Source: an optimization exercise on an open RTL-to-GDS flow (aim: small area, a short achievable clock period and few clock cycles per item). Production flows keep margins and buffers that such runs may drop.
Only simulation tests tie the RTL to the original design; equivalence was not proved.
Power is estimated from default activity; no workload was simulated.

v59:
==> flow/design.v (excerpt) <==
module execute_stage #(
    parameter int XLEN = ex_stage_pkg::XLEN_DEFAULT
) (
    input  logic                   clk,
    input  logic                   reset,
    input  logic                   execute_enable,
    input  logic                   flush,
    input  ex_stage_pkg::instr_t   instruction,
    input  logic [XLEN-1:0]        pc,
    input  logic [XLEN-1:0]        reg_a,
    input  logic [XLEN-1:0]        reg_b,
    input  rv_isa_pkg::opcode_t    op_code,
    input  rv_isa_pkg::alu_op_t    alu_op,
    input  logic                   word_op,
    input  logic [XLEN-1:0]        immed,
    input  rv_isa_pkg::jump_cond_t jump_if,
    input  logic                   jump_absolute,
    output logic [XLEN-1:0]        alu_data_out,
    output logic [XLEN-1:0]        jump_pc,
    output logic                   jump_taken,
    output logic                   execute_done
);
Size in the first run: ~3400 cells after synthesis, roughly 130 flip-flops, about 440 I/O pins.
Settings: LEC_CHECK=0, ABC_AREA=1, CAP_MARGIN=20, CORE_MARGIN=2, CORE_UTILIZATION=30, SETUP_SLACK_MARGIN=4, SLEW_MARGIN=20; clock period 9.0 ns.
standard.sh (not shown) runs the stock make flow with config.mk's settings and CLKGATE_MAP_FILE= SYNTH_SCRIPT=/design/flow/synth_recipe.tcl, a recipe that flattens the netlist after the stock synthesis.
==> flow/flow/run.sh <==
#!/bin/bash
# Standard layout, with the smallest buffer on the ports instead of the tool's pick.
set -euo pipefail
export BUFFER_PORTS_ARGS="-buffer_cell sky130_fd_sc_hd__buf_1"
bash standard.sh > standard.log 2>&1
Testbench counts of v59, summed over its fixed seeds: cycles 3,208, items 3,200.
Here is what was changed in the inputs of v30 compared with v59.
# v59
export LEC_CHECK = 0
export ABC_AREA = 1
export CAP_MARGIN = 20
export CORE_MARGIN = 2
export CORE_UTILIZATION = 30
export SETUP_SLACK_MARGIN = 4
export SLEW_MARGIN = 20
create_clock -name core_clock -period 9.0 [get_ports {clk}]
# v30
export LEC_CHECK = 0
export ABC_AREA = 1
export CAP_MARGIN = 40
export CORE_MARGIN = 2
export CORE_UTILIZATION = 22
export SETUP_SLACK_MARGIN = 3.7
export SLEW_MARGIN = 30
create_clock -name core_clock -period 9.0 [get_ports {clk}]
Findings:
Stage delay of the slowest cell on the critical path in v30 vs v59: down 0.07 ns. v30 vs. v59: routed wire length went up by 2.9%. Side by side, global-route usage turned out lower in v30 than in v59.
diff inputs: v30 => v12
# v30
export LEC_CHECK = 0
export ABC_AREA = 1
export CAP_MARGIN = 40
export CORE_MARGIN = 2
export CORE_UTILIZATION = 22
export SETUP_SLACK_MARGIN = 3.7
export SLEW_MARGIN = 30
create_clock -name core_clock -period 9.0 [get_ports {clk}]
# v12
export LEC_CHECK = 0
export ABC_AREA = 1
export CAP_MARGIN = 40
export CORE_MARGIN = 2
export CORE_UTILIZATION = 30
export SETUP_SLACK_MARGIN = 4
export SLEW_MARGIN = 30
create_clock -name core_clock -period 9.0 [get_ports {clk}]
Notes after the runs:
- Sort v12 and v30 by clock power desc -> top: v30
- Critical path depth, v12 and v30, lower one = v12.
- Diode insertion count for antenna repair for v12 is lower than for v30.
- Going from v30 to v12, the cell total after placement was found to have gone down by 323.
- | worst vdd rail ir drop | lower: v12 |
- Between v12 and v30, the die area is lower for v12.
- The final reports for v12 and v30 show post-route total power higher in the former.
- Changes observed in v12 relative to v30: number of port buffers about even; combinational share of power rose by 2.8 points.
- Going from v30 to v12, the clock network power share was found to have gone down by 1.3 points.
- Pin count of the biggest net entering global routing for v12 is higher than for v30.
What v15 does differently from v12 at the input level:
# v12
export LEC_CHECK = 0
export ABC_AREA = 1
export CAP_MARGIN = 40
export CORE_MARGIN = 2
export CORE_UTILIZATION = 30
export SETUP_SLACK_MARGIN = 4
export SLEW_MARGIN = 30
create_clock -name core_clock -period 9.0 [get_ports {clk}]
# v15
export LEC_CHECK = 0
export ABC_AREA = 1
export CAP_MARGIN = 40
export CORE_MARGIN = 2
export CORE_UTILIZATION = 30
export PLACE_DENSITY = 0.9
export SETUP_SLACK_MARGIN = 3.7
export SLEW_MARGIN = 30
create_clock -name core_clock -period 9.0 [get_ports {clk}]
- Routed wire length down 900 um in v15 wrt v12
- v12 vs v15, last element of the critical path: result_q[16]$_DFF_P_ vs result_q[13]$_DFF_P_
- v15 vs v12 on met3 demand-to-capacity share in global routing: v15 is the higher one.
- v15 against v12: instance count on the critical path moved down; combinational power moved down; setup fix buffers added after clock tree synthesis moved down; utilization moved down.
- The footprint of the multi-input gates of v15 is lower than that of v12.
Inputs modified between v15 and v34:
# v15
export LEC_CHECK = 0
export ABC_AREA = 1
export CAP_MARGIN = 40
export CORE_MARGIN = 2
export CORE_UTILIZATION = 30
export PLACE_DENSITY = 0.9
export SETUP_SLACK_MARGIN = 3.7
export SLEW_MARGIN = 30
create_clock -name core_clock -period 9.0 [get_ports {clk}]
# v34
export LEC_CHECK = 0
export ABC_AREA = 1
export CAP_MARGIN = 40
export CORE_MARGIN = 2
export CORE_UTILIZATION = 30
export SETUP_SLACK_MARGIN = 4
export SLEW_MARGIN = 30
create_clock -name core_clock -period 9.0 [get_ports {clk}]
==> flow/flow/run.sh <==
#!/bin/bash
# Standard layout, with the smallest buffer on the ports instead of the tool's
# pick, and power recovery (downsizing cells off the critical paths) after
# global routing.
set -euo pipefail
export BUFFER_PORTS_ARGS="-buffer_cell sky130_fd_sc_hd__buf_1"
export RECOVER_POWER=100
bash standard.sh > standard.log 2>&1
--- outcome ---
- The final reports for v34 and v15 show number of buffers inserted to repair setup after CTS higher in the former.
- Between v34 and v15, the area of all placed cells without fillers is lower for v15.
- Summed negative setup slack over all endpoints essentially unchanged between v15 and v34.
- The flow for v34 finished, though final verification flagged max-capacitance violations, max-slew violations.
- v15 consumes less power than v34.

---

execute_stage again, from the RTL that the note above started with.
Settings: LEC_CHECK=0, ABC_AREA=1, CAP_MARGIN=40, CORE_MARGIN=2, CORE_UTILIZATION=30, PLACE_DENSITY=0.75, SETUP_SLACK_MARGIN=3.55, SLEW_MARGIN=30; clock period 9.0 ns.
==> flow/flow/run.sh <==
#!/bin/bash
# Standard layout, with the smallest buffer on the ports instead of the tool's pick.
set -euo pipefail
export BUFFER_PORTS_ARGS="-buffer_cell sky130_fd_sc_hd__buf_1"
bash standard.sh > standard.log 2>&1
The first run passed the timing, design-rule and antenna checks.
Testbench counts at the start, summed over its fixed seeds: cycles 3,208, items 3,200.
Change:
- GPL_ROUTABILITY_DRIVEN: default -> 0
- SETUP_SLACK_MARGIN: 3.55 -> 3.7
Power is about the same.
Routed wire length fell by 1.4%.
Utilization went up by 0.28 points.
Setup slack gets better by 0.14 ns.
Via count climbs by 2.7%.
First-iteration DRC count grows by 26%.
Sequential share of layout area is about the same.
Design area rose by 0.77%.
Clock power is lower by about 2.7%.
Count of clock-buffer cells in the layout falls by 1.
Critical path depth shrinks by 1.
Change:
- GPL_ROUTABILITY_DRIVEN: 0 -> default
- PLACE_DENSITY: 0.75 -> default
First-iteration DRC count goes down by 32%.
Hold slack got worse by 0.0097 ns.
Worst setup slack gains 0.054 ns.
Area after synthesis does not change.
Wire length rises by 2.5%.
Global-route usage increases by 1.1 points.
Non-clock buffer count rises by 11.
Cell count stays flat.
Maximum frequency climbs by 1.0%.
Die area does not change.
Combinational power barely changes.

---

Setup of tundra:
Starting RTL as in the previous note.
==> flow/config.mk <==
export PLATFORM = sky130hd
export DESIGN_NAME = execute_stage
export DESIGN_NICKNAME = execute_stage
export VERILOG_FILES = /design/flow/design.v
export SDC_FILE = /design/flow/constraint.sdc
export NUM_CORES = 4
export LEC_CHECK = 0
export ABC_AREA = 1
export CAP_MARGIN = 40
export CORE_MARGIN = 2
export CORE_UTILIZATION = 30
export SETUP_SLACK_MARGIN = 4
export SLEW_MARGIN = 30
==> flow/constraint.sdc <==
create_clock -name core_clock -period 9.0 [get_ports {clk}]
set_input_delay 1.8000 -clock core_clock [delete_from_list [all_inputs] [get_ports {clk}]]
set_output_delay 1.8000 -clock core_clock [all_outputs]
set_load 0.01 [all_outputs]
==> flow/flow/run.sh <==
#!/bin/bash
# Standard layout, with the smallest buffer on the ports instead of the tool's
# pick, and timing repair left to the global-route stage (skipped after CTS).
set -euo pipefail
export BUFFER_PORTS_ARGS="-buffer_cell sky130_fd_sc_hd__buf_1"
export SKIP_CTS_REPAIR_TIMING=1
bash standard.sh > standard.log 2>&1
Testbench counts of tundra, summed over its fixed seeds: cycles 3,208, items 3,200.
Input changes introduced in xenon (baseline for comparison: tundra):
# tundra
export LEC_CHECK = 0
export ABC_AREA = 1
export CAP_MARGIN = 40
export CORE_MARGIN = 2
export CORE_UTILIZATION = 30
export SETUP_SLACK_MARGIN = 4
export SLEW_MARGIN = 30
create_clock -name core_clock -period 9.0 [get_ports {clk}]
# xenon
export LEC_CHECK = 0
export ABC_AREA = 1
export CAP_MARGIN = 40
export CORE_MARGIN = 2
export CORE_UTILIZATION = 40
export SETUP_SLACK_MARGIN = 4
export SLEW_MARGIN = 30
create_clock -name core_clock -period 9.0 [get_ports {clk}]
==> flow/flow/run.sh <==
#!/bin/bash
# Standard layout, with the smallest buffer on the ports instead of the tool's pick.
set -euo pipefail
export BUFFER_PORTS_ARGS="-buffer_cell sky130_fd_sc_hd__buf_1"
bash standard.sh > standard.log 2>&1
## What came out
xenon went all the way through the flow, and no timing, DRC or antenna check failed. Diff xenon..tundra | proportion of power drawn by the clock network | negligible. Going from tundra to xenon, via count ~0 delta, met3 track demand over resource in global routing now sits higher, combined global-route utilization of all metal layers higher, area used by multi-input combinational logic increased by 140 um^2 relative to the old numbers.
Modified inputs, raven compared to xenon
# xenon
export LEC_CHECK = 0
export ABC_AREA = 1
export CAP_MARGIN = 40
export CORE_MARGIN = 2
export CORE_UTILIZATION = 40
export SETUP_SLACK_MARGIN = 4
export SLEW_MARGIN = 30
create_clock -name core_clock -period 9.0 [get_ports {clk}]
# raven
export LEC_CHECK = 0
export ABC_AREA = 1
export CAP_MARGIN = 40
export CORE_MARGIN = 2
export CORE_UTILIZATION = 30
export SETUP_SLACK_MARGIN = 3.3
export SLEW_MARGIN = 30
create_clock -name core_clock -period 9.0 [get_ports {clk}]
Results
Against xenon, raven comes in about 9% higher on wire length on met1. Cmp raven vs xenon: met2 routed wirelength higher in raven. Higher period utilization goes to raven over xenon. Number of I/O pins: raven vs xenon, no meaningful difference. xenon → raven: wire length of the first global-routing pass picked up an extra 6400 um; total power saw a decrease; achievable frequency now smaller.
Input-level comparison between yarrow and raven:
# raven
export LEC_CHECK = 0
export ABC_AREA = 1
export CAP_MARGIN = 40
export CORE_MARGIN = 2
export CORE_UTILIZATION = 30
export SETUP_SLACK_MARGIN = 3.3
export SLEW_MARGIN = 30
create_clock -name core_clock -period 9.0 [get_ports {clk}]
# yarrow
export LEC_CHECK = 0
export ABC_AREA = 1
export CAP_MARGIN = 40
export CORE_MARGIN = 2
export CORE_UTILIZATION = 30
export PLACE_DENSITY = 0.75
export SETUP_SLACK_MARGIN = 3.7
export SLEW_MARGIN = 30
create_clock -name core_clock -period 9.0 [get_ports {clk}]
--- outcome ---
- Setup slack: yarrow more than raven
- Total half-perimeter wirelength after legalization and detailed placement across yarrow and raven: no real change.
- raven → yarrow: via total after detailed routing grew by 565, core utilization of the finished layout grew by 0.64 points, minimum clock period shrank by 290 ps.
- In yarrow the clock share of power turned out 0.7 points lower than in raven.
- As far as global-route usage is concerned, yarrow and raven perform about the same.
- Summary: tightest slew margin relative to the limit, yarrow better than raven

-- port drivers added, routing unchanged --
Ports are ideal in the flow. The routed layouts listed here were re-timed in OpenROAD.
Step 1, drivers: a clkbuf_16 drives clk and a buf_2 each remaining input, both assumed.
Step 2 times the ports against the registers' clock, not the clock port: input delays grow and output delays shrink by t, the midpoint of the rising clock arrivals with the driver on.
Slacks: ideal / step 1 / step 2; pairs: ideal / step 1.
run	t, ns	setup slack, ns	worst data-port slew with drivers (ns)
v59	0.575	3.861 / 3.894 / 3.319	0.19
v30	0.565	3.744 / 3.768 / 3.203	0.14
v12	0.565	3.864 / 3.861 / 3.296	0.19
v15	0.550	3.663 / 3.683 / 3.133	0.15
v34	0.567	1.864 / 1.873 / 1.307	0.17
the first run of note 2	0.569	3.515 / 3.539 / 2.970	0.09
the second run of note 2	0.557	3.656 / 3.689 / 3.131	0.09
the third run of note 2	0.570	3.710 / 3.750 / 3.180	0.21
tundra	0.565	3.873 / 3.873 / 3.308	0.19
xenon	0.568	3.762 / 3.800 / 3.232	0.18
raven	0.568	3.424 / 3.464 / 2.896	0.09
yarrow	0.560	3.713 / 3.743 / 3.183	0.11
For v12, which loses most, drivers alone change the setup slack by -0.003 ns; drivers and shift together by -0.568 ns.
